What follows belongs to an exercise in optimizing a design on an open flow for small area, a short achievable clock period and few clock cycles per item; a production flow would make more cautious choices.
Function was checked by simulation only, so behaviour that the tests miss may differ from the original.
No activity file was given, so power comes from the tool's default toggle rates.

### flow/config.mk
export PLATFORM = sky130hd
export DESIGN_NAME = sliding_window_event_rate
export DESIGN_NICKNAME = sliding_window_event_rate
export VERILOG_FILES = /design/flow/design.v
export SDC_FILE = /design/flow/constraint.sdc
export NUM_CORES = 4
export LEC_CHECK = 0
export CAP_MARGIN = 20
export CORE_MARGIN = 2
export CORE_UTILIZATION = 60
export CTS_CLUSTER_DIAMETER = 100
export CTS_CLUSTER_SIZE = 20
export SLEW_MARGIN = 20
### flow/constraint.sdc
create_clock -name core_clock -period 10.0 [get_ports {clk}]
set_input_delay 2.0000 -clock core_clock [delete_from_list [all_inputs] [get_ports {clk}]]
set_output_delay 2.0000 -clock core_clock [all_outputs]
set_load 0.01 [all_outputs]
### flow/design.v
package swer_pkg;
  localparam int NOW_W    = 32;
  localparam int ADD_W    = 16;
  localparam int CFG_W    = 7;
  localparam int BUCKET_W = 24;
  localparam int TOTAL_W  = 30;
  localparam logic [CFG_W-1:0]    CFG_RESET  = 7'd60;
  localparam logic [BUCKET_W-1:0] BUCKET_MAX = 24'hFF_FFFF;
  localparam logic [TOTAL_W-1:0]  TOTAL_MAX  = 30'h3FFF_FFFF;
endpackage
module swer_ram #(
  parameter int WIDTH = 24,
  parameter int DEPTH = 64
) (
  input  logic                     clk,
  input  logic                     wr_en,
  input  logic                     wr_all,
  input  logic                     wr_wrap,
  input  logic [$clog2(DEPTH)-1:0] wr_lo,
  input  logic [$clog2(DEPTH)-1:0] wr_hi,
  input  logic [WIDTH-1:0]         wr_data,
  input  logic [(1<<($clog2(DEPTH)/2))-1:0] rd_lo_oh,
  input  logic [(1<<($clog2(DEPTH)-$clog2(DEPTH)/2))-1:0] rd_hi_oh,
  output logic [WIDTH-1:0]         rd_data
);
  localparam int AW = $clog2(DEPTH);
  logic [WIDTH-1:0] mem [DEPTH];
  always_ff @(posedge clk) begin
    for (int j = 0; j < DEPTH; j++) begin
      if (wr_en && (wr_all ||
                    (wr_wrap ? (AW'(j) >= wr_lo || AW'(j) <= wr_hi)
                             : (AW'(j) >= wr_lo && AW'(j) <= wr_hi)))) begin
        mem[j] <= wr_data;
      end
    end
  end
  localparam int LB = AW / 2;
  always_comb begin
    rd_data = '0;
    for (int j = 0; j < DEPTH; j++) begin
      if (rd_hi_oh[j >> LB] && rd_lo_oh[j % (1 << LB)]) rd_data = rd_data | mem[j];
    end
  end
endmodule
module sliding_window_event_rate #(
  parameter int MAX_WINDOW = 64
) (
  input  logic                            clk,
  input  logic                            rst_n,
  input  logic                            cfg_valid,
  output logic                            cfg_ready,
  input  logic [swer_pkg::CFG_W-1:0]      cfg_window_seconds,
  input  logic                            in_valid,
  output logic                            in_ready,
  input  logic [swer_pkg::NOW_W-1:0]      in_now_seconds,
  input  logic [swer_pkg::ADD_W-1:0]      in_add_count,
  output logic                            out_valid,
  input  logic                            out_ready,
  output logic [swer_pkg::TOTAL_W-1:0]    out_window_total
);
  localparam int AW = $clog2(MAX_WINDOW);
  localparam int WW = $clog2(MAX_WINDOW + 1);
  localparam int TW = swer_pkg::TOTAL_W;
  localparam int BW = swer_pkg::BUCKET_W;
  localparam int NW = swer_pkg::NOW_W;
  localparam int DW = swer_pkg::ADD_W;
  logic          go;             
  logic          go_f;           
  logic          split;          
  logic          in_rdy_r, cfg_rdy_r, cfg_mode_r;
  logic          in_fire, cfg_fire;
  logic [WW-1:0] w_r;            
  logic [7:0]    nw_r;           
  logic [WW-1:0] w_cfg;
  logic          tbig1_r;        
  logic          tbig_r;         
  logic          v1, v2, v3;
  logic          ov_r, sk_v;
  logic [TW-1:0] ov_tot, sk_tot;
  assign in_fire  = in_valid && in_rdy_r;
  assign cfg_fire = cfg_valid && cfg_rdy_r;
  assign go       = !sk_v;
  assign go_f     = go && !split;
  assign in_ready         = in_rdy_r;
  assign cfg_ready        = cfg_rdy_r;
  assign out_valid        = ov_r;
  assign out_window_total = ov_tot;
  always_comb begin
    if (cfg_window_seconds == '0) begin
      w_cfg = WW'(1);
    end else if (32'(cfg_window_seconds) > 32'(MAX_WINDOW)) begin
      w_cfg = WW'(MAX_WINDOW);
    end else begin
      w_cfg = WW'(cfg_window_seconds);
    end
  end
  localparam int HB = NW - WW;
  logic [NW-1:0] last_r;
  logic [HB-1:0] lasthi_p1;
  logic [WW-1:0] dlo;
  logic          later, near;
  logic          gt1, big1;
  logic [WW-1:0] dlo1;
  logic [DW-1:0] add1;
  function automatic logic [HB-1:0] inch(input logic [HB-1:0] x);
    for (int i = 0; i < HB; i++) begin
      inch[i] = x[i] ^ (&(x | ~((HB)'((64'(1) << i) - 64'(1)))));
    end
  endfunction
  function automatic logic less_now(input logic [NW-1:0] a, input logic [NW-1:0] b);
    logic [NW-1:0] l, e;
    for (int i = 0; i < NW; i++) begin
      l[i] = !a[i] && b[i];
      e[i] = a[i] == b[i];
    end
    for (int n = NW / 2; n >= 1; n = n / 2) begin
      for (int i = 0; i < n; i++) begin
        l[i] = l[2*i+1] || (e[2*i+1] && l[2*i]);
        e[i] = e[2*i+1] && e[2*i];
      end
    end
    less_now = l[0];
  endfunction
  assign lasthi_p1 = inch(last_r[NW-1:WW]);
  assign later     = less_now(last_r, in_now_seconds);
  assign dlo       = in_now_seconds[WW-1:0] - last_r[WW-1:0];
  assign near     = in_now_seconds[NW-1:WW] == last_r[NW-1:WW] ||
                     (in_now_seconds[NW-1:WW] == lasthi_p1 &&
                      in_now_seconds[WW-1:0] < last_r[WW-1:0]);
  always_ff @(posedge clk) begin
    if (!rst_n) begin
      last_r <= '0;
    end else if (go_f && in_fire && later) begin
      last_r <= in_now_seconds;
    end
    if (go_f) begin
      gt1  <= later;
      big1 <= !near;
      dlo1 <= dlo;
      add1 <= in_add_count;
    end else if (go && split) begin
      dlo1 <= dlo1 - WW'(1);
    end
  end
  logic [AW-1:0] slot_r, slot1_r;
  logic          full_s, step_s;
  logic [7:0]    sum_c, sum_n;
  logic [8:0]    sub_c, sub_n;
  logic [AW-1:0] slot_k, rd_k, rd_u;
  logic [WW-1:0] slot1_p;
  logic          gt2, full2, wrap2, out2;
  localparam int LB = AW / 2;
  logic [AW-1:0] lo2, hi2, rd_s;
  logic [(1<<LB)-1:0]      rdl2;    
  logic [(1<<(AW-LB))-1:0] rdh2;
  logic [DW-1:0] add2;
  assign full_s  = gt1 && (big1 || dlo1 >= w_r);
  assign step_s  = gt1 && !full_s;
  assign split   = v1 && step_s && tbig_r && dlo1 > WW'(1);
  assign sum_c   = 8'(slot_r) + 8'(dlo1);
  assign sum_n   = 8'(slot1_r) + 8'(dlo1);
  assign sub_c   = 9'(slot_r) + 9'(dlo1) + 9'(nw_r);
  assign sub_n   = 9'(slot1_r) + 9'(dlo1) + 9'(nw_r);
  assign slot_k  = sub_c[8] ? AW'(sub_c) : AW'(sum_c);
  assign rd_k    = sub_n[8] ? AW'(sub_n) : AW'(sum_n);
  assign slot1_p = WW'(slot1_r) + WW'(1);
  assign rd_u    = (slot1_p == w_r) ? AW'(0) : AW'(slot1_p);
  assign rd_s = split ? rd_u : (step_s ? rd_k : slot1_r);
  always_ff @(posedge clk) begin
    if (!rst_n) begin
      slot_r  <= '0;
      slot1_r <= AW'(1);
    end else if (cfg_fire) begin
      slot_r  <= '0;
      slot1_r <= (w_cfg == WW'(1)) ? AW'(0) : AW'(1);
    end else if (go && split) begin
      slot_r  <= slot1_r;
      slot1_r <= rd_u;
    end else if (go && v1 && step_s) begin
      slot_r  <= slot_k;
      slot1_r <= rd_k;
    end
    if (!rst_n || cfg_fire) begin
      gt2   <= 1'b1;
      full2 <= 1'b1;
      out2  <= 1'b0;
      add2  <= '0;
    end else if (go) begin
      gt2   <= gt1;
      full2 <= full_s && !split;
      out2  <= !split;
      lo2   <= slot1_r;
      hi2   <= split ? slot1_r : slot_k;
      wrap2 <= !split && sub_c[8] && slot1_r != '0;
      rdl2  <= (1<<LB)'(1) << rd_s[LB-1:0];
      rdh2  <= (1<<(AW-LB))'(1) << rd_s[AW-1:LB];
      add2  <= split ? '0 : add1;
    end
  end
  logic [BW-1:0] acc_r;           
  logic [BW-1:0] asat_r;          
  logic [BW-1:0] bkt_r;           
  logic [BW-1:0] ring_rd;
  logic [DW:0]   lsum;
  logic          bsat;
  logic [DW-1:0] amt;
  logic          full3, out3;
  logic [BW-1:0] old3;
  logic [DW-1:0] amt3;
  swer_ram #(
    .WIDTH (BW),
    .DEPTH (MAX_WINDOW)
  ) u_ring (
    .clk     (clk),
    .wr_en   (go && v2 && gt2),
    .wr_all  (full2),
    .wr_wrap (wrap2),
    .wr_lo   (lo2),
    .wr_hi   (hi2),
    .wr_data (acc_r),
    .rd_lo_oh (rdl2),
    .rd_hi_oh (rdh2),
    .rd_data (ring_rd)
  );
  assign lsum = (DW+1)'(bkt_r[DW-1:0]) + (DW+1)'(add2);
  assign bsat = !gt2 && lsum[DW] && (&bkt_r[BW-1:DW]);
  assign amt  = bsat ? ~bkt_r[DW-1:0] : add2;
  always_ff @(posedge clk) begin
    if (!rst_n) begin
      acc_r <= '0;
    end else if (go && v2) begin
      acc_r <= bsat ? asat_r : acc_r + BW'(add2);
    end
    if (go && v2 && gt2) begin
      asat_r <= acc_r - BW'(1);
    end
    if (go && v2) begin
      if (gt2)       bkt_r <= BW'(add2);
      else if (bsat) bkt_r <= swer_pkg::BUCKET_MAX;
      else           bkt_r <= {bkt_r[BW-1:DW] + (BW-DW)'(lsum[DW]), lsum[DW-1:0]};
    end
    if (go) begin
      full3 <= full2;
      out3  <= out2;
      old3  <= full2 ? acc_r : ring_rd;
      amt3  <= amt;
    end
  end
  logic [BW-1:0] oldl_r;          
  logic [TW-1:0] u_r;
  logic          bwrap;
  logic [BW:0]   ulo, ulo_u, ulo_f;
  logic [TW-BW-1:0] uhi;
  logic          v4, out4;
  function automatic logic less(input logic [BW-1:0] a, input logic [BW-1:0] b);
    logic [31:0] l, e;
    l = '0;
    e = '1;
    for (int i = 0; i < BW; i++) begin
      l[i] = !a[i] && b[i];
      e[i] = a[i] == b[i];
    end
    for (int n = 16; n >= 1; n = n / 2) begin
      for (int i = 0; i < n; i++) begin
        l[i] = l[2*i+1] || (e[2*i+1] && l[2*i]);
        e[i] = e[2*i+1] && e[2*i];
      end
    end
    less = l[0];
  endfunction
  function automatic logic [TW-BW-1:0] incr(input logic [TW-BW-1:0] x);
    logic c;
    c = 1'b1;
    for (int i = 0; i < TW - BW; i++) begin
      incr[i] = x[i] ^ c;
      c       = c && x[i];
    end
  endfunction
  function automatic logic [TW-BW-1:0] decr(input logic [TW-BW-1:0] x);
    logic c;
    c = 1'b1;
    for (int i = 0; i < TW - BW; i++) begin
      decr[i] = x[i] ^ c;
      c       = c && !x[i];
    end
  endfunction
  function automatic logic [BW:0] kadd(input logic [BW-1:0] a, input logic [BW-1:0] b);
    logic [BW-1:0] p, gg, pp, g2, p2;
    p  = a ^ b;
    gg = a & b;
    pp = p;
    for (int d = 1; d < BW; d = d * 2) begin
      g2 = gg;
      p2 = pp;
      for (int i = d; i < BW; i++) begin
        g2[i] = gg[i] | (pp[i] & gg[i-d]);
        p2[i] = pp[i] & pp[i-d];
      end
      gg = g2;
      pp = p2;
    end
    kadd = {gg[BW-1], p ^ {gg[BW-2:0], 1'b0}};
  endfunction
  assign bwrap = less(old3, oldl_r);
  assign ulo_u = kadd(u_r[BW-1:0], BW'(amt3));
  assign ulo_f = kadd(old3, BW'(amt3));
  assign ulo   = full3 ? ulo_f : ulo_u;
  always_comb begin
    if (full3)                  uhi = (TW-BW)'(ulo[BW]);
    else if (ulo[BW] && !bwrap) uhi = incr(u_r[TW-1:BW]);
    else if (!ulo[BW] && bwrap) uhi = decr(u_r[TW-1:BW]);
    else                        uhi = u_r[TW-1:BW];
  end
  always_ff @(posedge clk) begin
    if (!rst_n) begin
      u_r    <= '0;
      oldl_r <= '0;
    end else if (go && v3) begin
      u_r    <= {uhi, ulo[BW-1:0]};
      oldl_r <= old3;
    end
    if (go) begin
      out4 <= v3 && out3;
    end
  end
  logic [TW-1:0] tot5;
  logic          take, arrive, tbig_nx;
  assign tot5    = u_r - TW'(oldl_r);
  assign tbig_nx = (|tot5[TW-1:BW]) || (&tot5[BW-1:BW-5]);
  assign take    = ov_r && out_ready;
  assign arrive  = go && v4 && out4;
  always_ff @(posedge clk) begin
    tbig1_r <= tbig_nx;
    tbig_r  <= tbig1_r;
  end
  always_ff @(posedge clk) begin
    if (!rst_n) begin
      ov_r <= 1'b0;
      sk_v <= 1'b0;
    end else begin
      if (!ov_r || take) begin
        if (sk_v) begin
          ov_r <= 1'b1;
          sk_v <= 1'b0;
        end else begin
          ov_r <= arrive;
        end
      end else if (arrive) begin
        sk_v <= 1'b1;
      end
    end
    if (!ov_r || take) begin
      ov_tot <= sk_v ? sk_tot : tot5;
    end
    if (go) begin
      sk_tot <= tot5;
    end
  end
  logic v1_nx, v2_nx, go_nx, mode_nx;
  assign v1_nx   = go_f ? in_fire : v1;
  assign v2_nx   = go ? v1 : v2;
  assign go_nx   = !(ov_r && !take && (sk_v || arrive));
  assign mode_nx = (cfg_mode_r || cfg_valid) && !cfg_fire;
  always_ff @(posedge clk) begin
    if (!rst_n) begin
      v1         <= 1'b0;
      v2         <= 1'b1;
      v3         <= 1'b0;
      v4         <= 1'b0;
      in_rdy_r   <= 1'b0;
      cfg_rdy_r  <= 1'b0;
      cfg_mode_r <= 1'b0;
      w_r        <= WW'(swer_pkg::CFG_RESET);
      nw_r       <= 8'(256 - 32'(swer_pkg::CFG_RESET));
    end else begin
      v1         <= v1_nx;
      if (cfg_fire) begin
        v2 <= 1'b1;
      end else if (go) begin
        v2 <= v1;
      end
      if (go) begin
        v3 <= v2;
        v4 <= v3;
      end
      cfg_mode_r <= mode_nx;
      cfg_rdy_r  <= mode_nx && !v1_nx && (!v2_nx || go_nx);
      in_rdy_r   <= !mode_nx && go_nx && (!tbig1_r || !v1_nx);
      if (cfg_fire) begin
        w_r  <= w_cfg;
        nw_r <= 8'(0) - 8'(w_cfg);
      end
    end
  end
endmodule
### flow/flow/run.sh
#!/bin/bash
set -euo pipefail
bash standard.sh SETUP_SLACK_MARGIN=6.3 finish > flow_make.log 2>&1
### flow/standard.sh
#!/bin/bash
# synth_recipe.tcl (not shown) runs the flow's synth.tcl, then flattens the netlist and writes it again
# the make line also repeats each setting of config.mk as NAME=value (left out here)
make -C /OpenROAD-flow-scripts/flow DESIGN_CONFIG=/design/flow/config.mk WORK_HOME=/design/flow/orfs CLKGATE_MAP_FILE= SYNTH_SCRIPT=/design/flow/synth_recipe.tcl "${@:-finish}"
==> summary.md, run 1 <==
| Metric | Value |
|---|---|
| Largest cells by area after synthesis | edfxtp_1 (64%), dfxtp_1 (4.9%), a22oi_1 (3.7%) |
| Clk sink count | 1907 |
| Largest net degree at the start of global routing | 80 |
| Gr ovfl total | 0 |
| Crit path max-delay family | simple AND/OR/NAND/NOR gates |
| Core Area | 132000 um^2 |
| Later-pin clock latency in the skew report | 0.79 ns |
| Final period util | 0.379 |
| Worst-path fanout max | 14 |
| RSZ-0062 raised after global routing | yes |
| Cts hold-fix bufs | 0 |
| Worst rel slew slack | 0.245 |
| GPL Wtd Cong | 0.960 |
| Post-synthesis adder-cell area fraction | 0.0378 |
| Synth Instances | around 5700 |
| Nets | 6082 |
| Die Footprint | 136000 um^2 |
| Yosys warns | 3 |
| Share of Yosys cell area claimed by the top area cell type | 0.644 |
| Final Setup Violations | 0 |
| Htree depth | 3 |
| Setup crit end kind | flip-flop |
| Detailed Place HPWL | 171 mm |
| Clock skew | 0.0484 ns |
| Max-Cap Viols | 0 |
| Peak Freq | roughly 0.26 GHz |
| Area leader, netlist | edfxtp_1 |
| Initial Utilization | 0.605 |
| Synth Area in Simple Gates | 0.0758 |
| Avg Vias per Cell | 7.37 |
| Synth Area in Compound Gates | 0.143 |
| Via count | ~56000 |
| Startpoint types | flip-flop |
| Fillers | 9444 |
| Xor/xnor share of the synthesized area | 0.0178 |
| Clock buffer depth | 3 |
| R2r setup slk | slightly above 6 ns |
| IO Count | 93 |
| Main synth FF type | edfxtp_1 |
| Crit Path Category | flip-flop to flip-flop |
| Die extent in x | between 300 and 400 um |
| Final Slew Violations | 0 |
| Area grow syn2layout | 9.86% |
| Vias in the first global route | 51100 |
| Area taken by multi-input logic gates | about 24000 um^2 |
| First-pass GRT wire length | about 400 mm |
| Most frequent cell after synthesis | edfxtp_1 |
| WL/cell | 38.6 um |
| Portion of netlist area occupied by mux cells | 0.00701 |
| Max VDD drop | 0.180 mV |
| Synth top cells by count | edfxtp_1 (1711), a22oi_1 (396), nand2_1 (368) |
| Syn Area/Cell | 13.9 um^2 |
| Register area | around 55000 um^2 |
| Initial antenna violation count | 11 |
| DR pass1 iterations | 7 |
| Actual slew at the worst max-slew pin | 1.12 ns |
| Hold Crit Class | flip-flop to flip-flop |
| CTS tree | yes |
| Row cnt | 133 |
| FF+latch count, synth | 1907 |
| GRT Util Overall | 0.427 |
| 1st-iter DRT viols | 10800 |
| Clk Tree Root Cell | clkbuf_16 |
| TritonCTS Buffers | 106 |
| Synth unique cells | between 80 and 90 |
| Synth Cell Area | 79800 um^2 |
| Buf/Inv on CP | 1 |
| Overall power | 17.9 mW |
| Arr. time, crit path | 4.28 ns |
| Final WL | 294 mm |
| Asr flop ratio synth | 0 |
| Clock slew at reported path FFs | 0.09 ns |
| PortBufs | 92 |
| Final core utilization | 0.665 |
| Leakage power | 30.6 nW |
| CP max stage cell | nor3_2 |
| Power per Cell Area | 205 nW/um^2 |
| Main combinational cell family by area after synthesis | compound AO/OA/AOI/OAI gates |
| DRC viols | 0 |
| Share of layout cells above drive strength 1 | 0.104 |
| Req. time, crit path | 10.49 ns |
| Post-route ant nets | 0 |
| Crit-path cells | and2_2, buf_4, a22o_1, a221oi_1, nand3_1, nor4_2, nand4_1, nor3_2, a21oi_1 |
| Setup TNS | 0 ns |
| Die H | approximately 370 um |
| Max stage delay on crit path | 0.71 ns |
| Syn nets | 6008 |
| Min cycle time layout | approximately 3.8 ns |
| Number of synthesized flops with an enable pin | 1711 |
| Outcome | finished clean |
| Final Hold Viols | 0 |
| Part of the Yosys area used for sequential elements | 0.693 |
## flip-flops by register name, indices dropped and copies added (netlist names), 30 cells and up
signal	count
u_ring.mem	1536
ov_tot	30
u_r	30
sk_tot	30
last_r	32
## per-layer routing
layer / part of all wire / vias to the layer above / track usage
met3: 0.14 / 1086 / 0.116
met5: 0.00035 / - / 0
li1: - / 22600 / -
met2: 0.44 / 4758 / 0.644
met4: 0.074 / 8 / 0.252
met1: 0.34 / 27600 / 0.558
## per-stage QoR
stage / hold slack (ns) / std cells / setup slack, ns / instance area, um^2
after global placement: 0.415 / 7425 / 5.16 / 83900
after CTS: 0.452 / 7574 / 6.26 / 87100
after global routing: 0.454 / 7596 / 6.25 / 87600
final: 0.459 / 7604 / 6.21 / 87700
after floorplan: 0.331 / 5737 / 6.26 / 79900
after detailed placement: 0.428 / 7426 / 5.21 / 83900
## area by class of cell
cell class | count | share of cell area
well taps | 1755 | 0.0250
repair buffers | 311 | 0.0306
flip-flops and latches | 1907 | 0.631
multi-input cells | 3291 | 0.271
clock buffers | 129 | 0.0312
inverters | 194 | 0.00858
diodes | 8 | 0.000228
clock inverters | 9 | 0.00217
## worst paths after layout
kind | from | endpoint | cells after the start
setup reg to reg | rdh2[7] | old3[4] | 9
hold reg to reg | sk_tot[4] | sk_tot[4] | 1
hold / removal | sk_tot[4] | sk_tot[4] | 1
setup / recovery | rdh2[7] | old3[4] | 9
## power by group
part / switching (mW) / internal [mW]
sequential: 0.403 / 9.96
clock: 2.59 / 1.95
combinational: 2.16 / 0.875
total: 5.15 / 12.8
## logic make-up after synthesis
logic type / after synthesis
simple gates: 1235
buf+inv: 539
flops: 1907
mux: 55
compound gates: 1608
xor+xnor: 161
fa+ha+maj: 232
## what timing repair did
item,4_1_cts,5_1_grt
gates resized for setup,51,74
setup buffers,9,21
cloned,1,0
hold endpoints to repair,0,0
pin swaps,5,19
setup endpoints to repair,1631,242
## cell usage in the layout (no fill, tap or decap), types with 16 or more instances in the layout
cell	count
nand4_1	144
inv_1	187
a221oi_1	178
a222oi_1	25
o21bai_1	18
and3_1	16
o21ai_0	182
a22o_1	173
clkdlybuf4s50_1	79
fa_1	22
nand2b_1	40
a211oi_1	30
clkbuf_1	23
o211ai_1	34
nor2_1	206
and2_1	18
or3_1	17
dfxtp_1	162
ha_1	184
and2_2	57
a21oi_4	37
buf_4	212
dfxtp_2	30
nor2b_1	25
xor2_1	53
a21o_1	52
nor3_1	67
xnor2_1	107
edfxtp_1	1711
clkbuf_16	106
nand3_1	130
a21oi_1	270
a31oi_1	32
o21a_1	20
a22oi_1	395
maj3_1	21
mux2i_1	47
nor2_4	26
nand2_1	365
nor4_1	37
Testbench counts, summed over its fixed seeds: cycles 9,688, items 9,600.
==> run 2, diff against run 1 <==
==> flow/flow/run.sh (replaced) <==
#!/bin/bash
set -euo pipefail
bash standard.sh SETUP_SLACK_MARGIN=6.8 finish > flow_make.log 2>&1
==> run 2 against run 1 <==
Still clean. Hold slack got worse by 0.0070 ns. Clock power increased by 0.9%. Cell count increased by 2.0%. Global-route usage increased by 1.1 points. Critical path type unchanged. Largest cell class unchanged.
==> summary.md, run 2 <==
| Metric | Value |
|---|---|
| Outcome | finished clean (unchanged) |
| Portion of netlist area occupied by mux cells | 0.00701 (unchanged) |
| IO Count | 93 (unchanged) |
| GRT Util Overall | 0.437 (was 0.427) |
| Via count | 57300 (was 56000) |
| Reg2Reg Capture Point | rdh2[0] (was old3[4]) |
| Max-Cap Viols | 0 (unchanged) |
| WHS | 0.452 ns (was 0.459 ns) |
| Later-pin clock latency in the skew report | 0.78 ns (was 0.79 ns) |
| Core Area | 132000 um^2 (unchanged) |
| 1st-iter DRT viols | 10500 (was 10800) |
| First-pass GRT wire length | 412 mm (was 401 mm) |
| FF+latch count, synth | 1907 (unchanged) |
| Area leader, netlist | edfxtp_1 (unchanged) |
| Startpoint types | flip-flop (unchanged) |
| FF-to-FF Start | dlo1[2] (was rdh2[7]) |
| Gr ovfl total | 0 (unchanged) |
| Clock skew | 0.0502 ns (was 0.0484 ns) |
| Final Slew Violations | 0 (unchanged) |
| Initial Utilization | 0.605 (unchanged) |
| Main combinational cell family by area after synthesis | compound AO/OA/AOI/OAI gates (unchanged) |
| DRC viols | 0 (unchanged) |
| GPL Wtd Cong | 0.899 (was 0.960) |
| Post-route ant nets | 0 (unchanged) |
| Peak Freq | 0.286 GHz (was 0.264 GHz) |
| Share of Yosys cell area claimed by the top area cell type | 0.644 (unchanged) |
| Post-synthesis adder-cell area fraction | 0.0378 (unchanged) |
| Dpl cell area | 84000 um^2 (was 83900 um^2) |
| Most frequent cell after synthesis | edfxtp_1 (unchanged) |
| TritonCTS Buffers | 106 (unchanged) |
| Max stage delay on crit path | 0.54 ns (was 0.71 ns) |
| Power per Cell Area | 201 nW/um^2 (was 205 nW/um^2) |
| Clock power share | 0.251 (was 0.253) |
| Die extent in x | 369 um (unchanged) |
| Worst rel slew slack | 0.325 (was 0.245) |
| Xor/xnor share of the synthesized area | 0.0178 (unchanged) |
| Crit path max-delay family | compound AO/OA/AOI/OAI gates (was simple AND/OR/NAND/NOR gates) |
| Area grow syn2layout | 13.8% (was 9.86%) |
| Final Setup Violations | 0 (unchanged) |
| Main synth FF type | edfxtp_1 (unchanged) |
| Final instance area | 90800 um^2 (was 87700 um^2) |
| Htree depth | 3 (unchanged) |
| WL/cell | 39.0 um (was 38.6 um) |
| Min cycle time layout | 3.50 ns (was 3.79 ns) |
| Syn Area/Cell | 13.9 um^2 (unchanged) |
| Initial antenna violation count | 14 (was 11) |
| DR pass1 iterations | 7 (unchanged) |
| Row cnt | 133 (unchanged) |
| PortBufs | 92 (unchanged) |
| Largest register FFs | 1536 (unchanged) |
| RSZ-0062 raised after global routing | yes (unchanged) |
| Synth unique cells | 83 (unchanged) |
| Buf/Inv on CP | 1 (unchanged) |
| Worst Hold Endpoint | out3 (was sk_tot[4]) |
| Most common cell after layout, fill and taps aside | edfxtp_1 (unchanged) |
| Sequential Power Share | 0.566 (was 0.578) |
| Power share of the combinational group | 0.184 (was 0.169) |
| Setup TNS | 0 ns (unchanged) |
| Arr. time, crit path | 4.12 ns (was 4.28 ns) |
| Hold Crit Class | flip-flop to flip-flop (unchanged) |
| Final WL | 303 mm (was 294 mm) |
| Share of layout cells above drive strength 1 | 0.170 (was 0.104) |
| Leakage power | 31.8 nW (was 30.6 nW) |
| CTS tree | yes (unchanged) |
| Crit-path cells | fa_1, ha_1, a21o_1, a21oi_2, o21bai_2, a2111o_1, buf_6, a21oi_4, o32ai_4, mux2_4, or2_4, nor2_2 (was and2_2, buf_4, a22o_1, a221oi_1, nand3_1, nor4_2, nand4_1, nor3_2, a21oi_1) |
| Clk Tree Root Cell | clkbuf_16 (unchanged) |
| Final core utilization | 0.689 (was 0.665) |
| Regs by FF count | u_ring.mem (1536), last_r (32) (unchanged) |
| Min-delay src | out2 (was sk_tot[4]) |
| Number of synthesized flops with an enable pin | 1711 (unchanged) |
| Psw | 5.32 mW (was 5.15 mW) |
| Most frequent cells in the layout | edfxtp_1 (1711), a22oi_1 (382), nand2_1 (356), buf_4 (268), a21oi_1 (255) (was edfxtp_1 (1711), a22oi_1 (395), nand2_1 (365), a21oi_1 (270), buf_4 (212)) |
| Worst-path fanout max | 4 (was 14) |
| R2r setup slk | 6.50 ns (was 6.21 ns) |
| Asr flop ratio synth | 0 (unchanged) |
| Die Footprint | 136000 um^2 (unchanged) |
| Top reg by flops | u_ring.mem (unchanged) |
| Avg Vias per Cell | 7.39 (was 7.37) |
| Switching share of power | 0.291 (was 0.287) |
| Yosys warns | 3 (unchanged) |
| Clk sink count | 1907 (unchanged) |
| Synth Cell Area | 79800 um^2 (unchanged) |
| Req. time, crit path | 10.62 ns (was 10.49 ns) |
| Final Hold Viols | 0 (unchanged) |
| Nets | 6222 (was 6082) |
| Synth Area in Simple Gates | 0.0758 (unchanged) |
| Detailed Place HPWL | 168 mm (was 171 mm) |
| Clock buffer depth | 3 (unchanged) |
| Vias in the first global route | 52500 (was 51100) |
| CP max stage cell | fa_1 (was nor3_2) |
| Clock slew at reported path FFs | 0.09 ns (about the same) |
| Synth top cells by count | edfxtp_1 (1711), a22oi_1 (396), nand2_1 (368) (unchanged) |
| Hold Path Stages | 0 (was 1) |
| Synth Instances | 5737 (unchanged) |
| Final period util | 0.350 (was 0.379) |
| Max VDD drop | 0.190 mV (was 0.180 mV) |
| Overall power | 18.3 mW (was 17.9 mW) |
| Worst reg2reg path depth | 12 (was 9) |
| Syn nets | 6008 (unchanged) |
| Largest net degree at the start of global routing | 76 (was 80) |
| Die H | 369 um (unchanged) |
| Setup crit end kind | flip-flop (unchanged) |
| Part of the Yosys area used for sequential elements | 0.693 (unchanged) |
| Fillers | 9178 (was 9444) |
| Actual slew at the worst max-slew pin | 1.01 ns (was 1.12 ns) |
| Largest cells by area after synthesis | edfxtp_1 (64%), dfxtp_1 (4.9%), a22oi_1 (3.7%) (unchanged) |
| Synth Area in Compound Gates | 0.143 (unchanged) |
| Crit Path Category | flip-flop to flip-flop (unchanged) |
| Int Power | 12.9 mW (was 12.8 mW) |
run 2: timing repair:
item / CTS / global route
pin swaps: 106 / 143
setup buffers: 95 / 71
setup endpoints to repair: 1764 / 601
hold buffers: 0 / 0
gates resized for setup: 521 / 242
cloned: 9 / 3
run 2: how the worst max path moves through the flow:
stage / cells past startpoint / start / slack, ns / to
floorplan: 11 / in_now_seconds[17] / 6.26 / last_r[10]
global placement: 11 / in_now_seconds[0] / 4.79 / last_r[13]
detailed placement: 12 / in_now_seconds[0] / 5.05 / last_r[2]
finish: 12 / dlo1[2] / 6.50 / rdh2[0]
CTS: 12 / dlo1[1] / 6.55 / rdh2[0]
global route: 12 / dlo1[2] / 6.41 / rdh2[0]
run 2: metrics by stage:
step                      setup WS [ns]  cells
final                              6.50   7754
after CTS                          6.55   7676
after global routing               6.41   7750
after floorplan                    6.26   5737
after detailed placement           5.05   7420
after global placement             4.79   7416
run 2: power by group through the flow:
stage / Combinational (mW) / Sequential [mW] / Clock, mW
2_1_floorplan: 1.42 / 10.5 / 0
3_3_place_gp: 2.88 / 10.5 / 0
3_5_place_dp: 2.92 / 10.5 / 0
4_1_cts: 3.07 / 10.3 / 4.55
5_1_grt: 3.43 / 10.4 / 4.79
6_report: 3.36 / 10.3 / 4.58
run 2: cells by family after synthesis:
group                      Yosys count
DFF                               1907
AOI/OAI and AO/OA                 1608
and+or+nand+nor                   1235
buffers and inverters              539
adders and majority gates          232
xor gates and xnor gates           161
muxes                               55
run 2: layer usage:
metal,share of wire,GRT usage,up-vias
met3,0.15,0.132,1201
li1,-,-,22900
met2,0.43,0.647,5024
met1,0.34,0.570,28100
met4,0.079,0.273,20
met5,0.00046,0.00107,-
run 2: cell type report:
class | count | area, um^2 | area share
clock buffer | 143 | 2870 | 0.0315
clock inverter | 9 | 135 | 0.00149
sequential | 1907 | 55400 | 0.610
multi-input combinational | 3296 | 25500 | 0.280
timing repair inverter | 1 | 5.00 | 0.0000551
timing repair buffer | 445 | 4020 | 0.0443
antenna | 4 | 10.0 | 0.000110
inverter | 194 | 757 | 0.00833
tap | 1755 | 2200 | 0.0242
==> run 3, diff against run 2 <==
==> flow/flow/run.sh (replaced) <==
#!/bin/bash
set -euo pipefail
bash standard.sh SETUP_SLACK_MARGIN=7.0 finish > flow_make.log 2>&1
==> run 3 against run 2 <==
Core utilization grew 2.1 points. Routed wire length grew 2.6%. Combinational power increased by 6.2%. Clock skew rose by 0.019 ns. Register-to-register slack improved by 0.09 ns. Area after synthesis did not move. Hold slack got worse by 0.015 ns. Clock power about the same. Critical path type is now input pin to flip-flop. Largest cell class unchanged.
==> summary.md, run 3 <==
| Metric | Value |
|---|---|
| Overall power | 18.5 mW (was 18.3 mW) |
| Later-pin clock latency in the skew report | 0.82 ns (was 0.78 ns) |
| Crit-path cells | buf_8, ha_4, a21o_1, a21o_1, a21o_1, a21o_1, a21oi_2, o21ai_4, a211oi_4, nor2_4, buf_6, buf_6, buf_16, mux2i_1 (was fa_1, ha_1, a21o_1, a21oi_2, o21bai_2, a2111o_1, buf_6, a21oi_4, o32ai_4, mux2_4, or2_4, nor2_2) |
| Dpl cell area | 84100 um^2 (was 84000 um^2) |
| Yosys warns | 3 (unchanged) |
| Final Setup Violations | 0 (unchanged) |
| Final Hold Viols | 0 (unchanged) |
| Fillers | 8862 (was 9178) |
| Nets | 6352 (was 6222) |
| Worst-path fanout max | 8 (was 4) |
| Syn nets | 6008 (unchanged) |
| Crit path max-delay family | compound AO/OA/AOI/OAI gates (unchanged) |
| Asr flop ratio synth | 0 (unchanged) |
| Clock skew | 0.0691 ns (was 0.0502 ns) |
| Final period util | 0.343 (was 0.350) |
| GPL Wtd Cong | 0.904 (was 0.899) |
| TritonCTS Buffers | 106 (unchanged) |
| Share of layout cells above drive strength 1 | 0.209 (was 0.170) |
| Number of synthesized flops with an enable pin | 1711 (unchanged) |
| Synth top cells by count | edfxtp_1 (1711), a22oi_1 (396), nand2_1 (368) (unchanged) |
| Arr. time, crit path | 4.10 ns (was 4.12 ns) |
| CP max stage cell | a211oi_4 (was fa_1) |
| Leakage power | 33.0 nW (was 31.8 nW) |
| Setup TNS | 0 ns (unchanged) |
| Clk sink count | 1907 (unchanged) |
| Final cell count without fillers | 7884 (was 7754) |
| Max-Cap Viols | 0 (unchanged) |
| Most frequent cell after synthesis | edfxtp_1 (unchanged) |
| Post-route ant nets | 0 (unchanged) |
| First-pass GRT wire length | 411 mm (was 412 mm) |
| Max VDD drop | 0.175 mV (was 0.190 mV) |
| CTS tree | yes (unchanged) |
| Power per Cell Area | 198 nW/um^2 (was 201 nW/um^2) |
| DR pass1 iterations | 9 (was 7) |
| Die Footprint | 136000 um^2 (unchanged) |
| Gr ovfl total | 0 (unchanged) |
| Vias in the first global route | 52500 (about the same) |
| Most frequent cells in the layout | edfxtp_1 (1711), nand2_1 (359), a22oi_1 (353), buf_4 (301), a21oi_1 (239) (was edfxtp_1 (1711), a22oi_1 (382), nand2_1 (356), buf_4 (268), a21oi_1 (255)) |
| Req. time, crit path | 10.67 ns (was 10.62 ns) |
| Area grow syn2layout | 17.2% (was 13.8%) |
| Initial Utilization | 0.605 (unchanged) |
| Cts hold-fix bufs | 0 (unchanged) |
| Synth Cell Area | 79800 um^2 (unchanged) |
| Worst rel slew slack | 0.236 (was 0.325) |
| Hold Crit Class | flip-flop to flip-flop (unchanged) |
| IO Count | 93 (unchanged) |
| Inst Count DP | 7423 (was 7420) |
| Peak Freq | 0.291 GHz (was 0.286 GHz) |
| Clock slew at reported path FFs | 0.08 ns (was 0.09 ns) |
| Syn Area/Cell | 13.9 um^2 (unchanged) |
| Crit Path Category | input pin to flip-flop (was flip-flop to flip-flop) |
| DRC viols | 0 (unchanged) |
| Clk Tree Root Cell | clkbuf_16 (unchanged) |
| FF+latch count, synth | 1907 (unchanged) |
| Htree depth | 3 (unchanged) |
| Largest net degree at the start of global routing | 76 (unchanged) |
| Max stage delay on crit path | 0.30 ns (was 0.54 ns) |
| Final instance area | 93600 um^2 (was 90800 um^2) |
| 1st-iter DRT viols | 11800 (was 10500) |
| Core Area | 132000 um^2 (unchanged) |
| Share of Yosys cell area claimed by the top area cell type | 0.644 (unchanged) |
| GRT Util Overall | 0.438 (was 0.437) |
| Most common cell after layout, fill and taps aside | edfxtp_1 (unchanged) |
| Most used cell, CP | a21o_1 |
| Row cnt | 133 (unchanged) |
| Final core utilization | 0.710 (was 0.689) |
| Detailed Place HPWL | 165 mm (was 168 mm) |
| Main synth FF type | edfxtp_1 (unchanged) |
| Die extent in x | 369 um (unchanged) |
| Actual slew at the worst max-slew pin | 1.15 ns (was 1.01 ns) |
| Largest cells by area after synthesis | edfxtp_1 (64%), dfxtp_1 (4.9%), a22oi_1 (3.7%) (unchanged) |
| Synth Instances | 5737 (unchanged) |
| WL/cell | 39.4 um (was 39.0 um) |
| Setup crit end kind | flip-flop (unchanged) |
| Avg Vias per Cell | 7.45 (was 7.39) |
| Clock buffer depth | 3 (unchanged) |
| Buf/Inv on CP | 4 (was 1) |
| Synth unique cells | 83 (unchanged) |
| Initial antenna violation count | 10 (was 14) |
| Via count | 58700 (was 57300) |
| Top reg by flops | u_ring.mem (unchanged) |
| Min cycle time layout | 3.43 ns (was 3.50 ns) |
| Final WL | 311 mm (was 303 mm) |
| Die H | 369 um (unchanged) |
| Outcome | finished clean (unchanged) |
| PortBufs | 92 (unchanged) |
| Part of the Yosys area used for sequential elements | 0.693 (unchanged) |
| Final Slew Violations | 0 (unchanged) |
| Area leader, netlist | edfxtp_1 (unchanged) |
| Largest register FFs | 1536 (unchanged) |
| RSZ-0062 raised after global routing | yes (unchanged) |
| Regs by FF count | u_ring.mem (1536), last_r (32) (unchanged) |
| Startpoint types | input pin (was flip-flop) |
==> run 3: cell counts after synthesis <==
No cell type changed its count.
==> run 3: cell type report <==
class                      count  area [um^2]  share of cell area
antenna                       17         42.5            0.000455
sequential                  1907        55400               0.592
clock inverter                10          205             0.00219
timing repair buffer         575         5830              0.0624
inverter                     194          754             0.00806
multi-input combinational   3297        26300               0.282
clock buffer                 129         2780              0.0297
tap                         1755         2200              0.0235
==> run 3: cell families (layout without fill, tap and decap cells) <==
logic type      after synthesis  after routing  share of synthesized area
other cells                   0             17                          0
flops                      1907           1907                      0.693
simple gates               1235           1239                     0.0758
fa+ha+maj                   232            232                     0.0378
buf+inv                     539            908                     0.0254
mux                          55             55                    0.00701
xor+xnor                    161            161                     0.0178
compound gates             1608           1610                      0.143
==> run 3: through the flow <==
step / hold slack, ns / worst slack [ns]
detailed placement: 0.416 / 4.96
global placement: 0.417 / 4.75
CTS: 0.434 / 6.51
global route: 0.467 / 6.44
finish: 0.437 / 6.57
floorplan: 0.331 / 6.26
==> run 3: timing repair <==
| item | CTS | global route |
|---|---|---|
| pin swaps | 211 | 191 |
| buffers inserted | 173 | 113 |
| setup endpoints to repair | 1654 | 703 |
| cloned | 9 | 10 |
| gates resized for setup | 755 | 305 |
==> run 3: where the power goes <==
part           internal [mW]  switching, mW  leakage, nW
clock                   2.00           2.59         1.44
combinational           1.11           2.46         12.4
sequential              9.96          0.393         19.1
==> run 3: layer usage <==
| metal | track usage | part of all wire | vias to the layer above |
|---|---|---|---|
| met2 | 0.623 | 0.41 | 5540 |
| met1 | 0.609 | 0.35 | 28800 |
| li1 | - | - | 23200 |
| met4 | 0.215 | 0.066 | 20 |
| met5 | 0.00677 | 0.0012 | - |
| met3 | 0.144 | 0.17 | 1159 |
==> run 3: worst paths after layout <==
path,start,cells past startpoint,end,slack (ns)
worst max-delay path,in_now_seconds[25],14,last_r[3],6.57
worst max register to register,dlo1[2],11,rdh2[6],6.59
worst min-delay path,out2,0,out3,0.44
worst min register to register,out2,0,out3,0.44

==> afterwards: timing with drivers on the ports <==
No port has a modelled driver above. Below, the same layouts with a new extraction and two added sets of constraints.
Step 1: set_driving_cell puts a clkbuf_16 on clk and a buf_2 on each other input, an assumption about the parent block.
Step 2 also shifts input and output timing later by t, the mid clock arrival at the registers, as if the neighbouring blocks saw the same clock.
Slacks: ideal ports / drivers / drivers and shift; pairs: ideal ports / drivers.
| run | shift t [ns] | setup slack, ns | worst register clock-pin slew, ns | cell pins on the clock port's net |
|---|---|---|---|---|
| run 1 | 0.843 | 6.214 / 6.214 / 5.591 | 0.10 / 0.10 | 1 |
| run 2 | 0.839 | 6.499 / 6.495 / 5.850 | 0.09 / 0.09 | 1 |
| run 3 | 0.855 | 6.568 / 6.516 / 5.753 | 0.09 / 0.09 | 1 |
After both steps setup and hold are still met in every run listed. The setup slack of run 3, which loses most, moves by -0.052 ns with the drivers and by -0.815 ns with both steps.
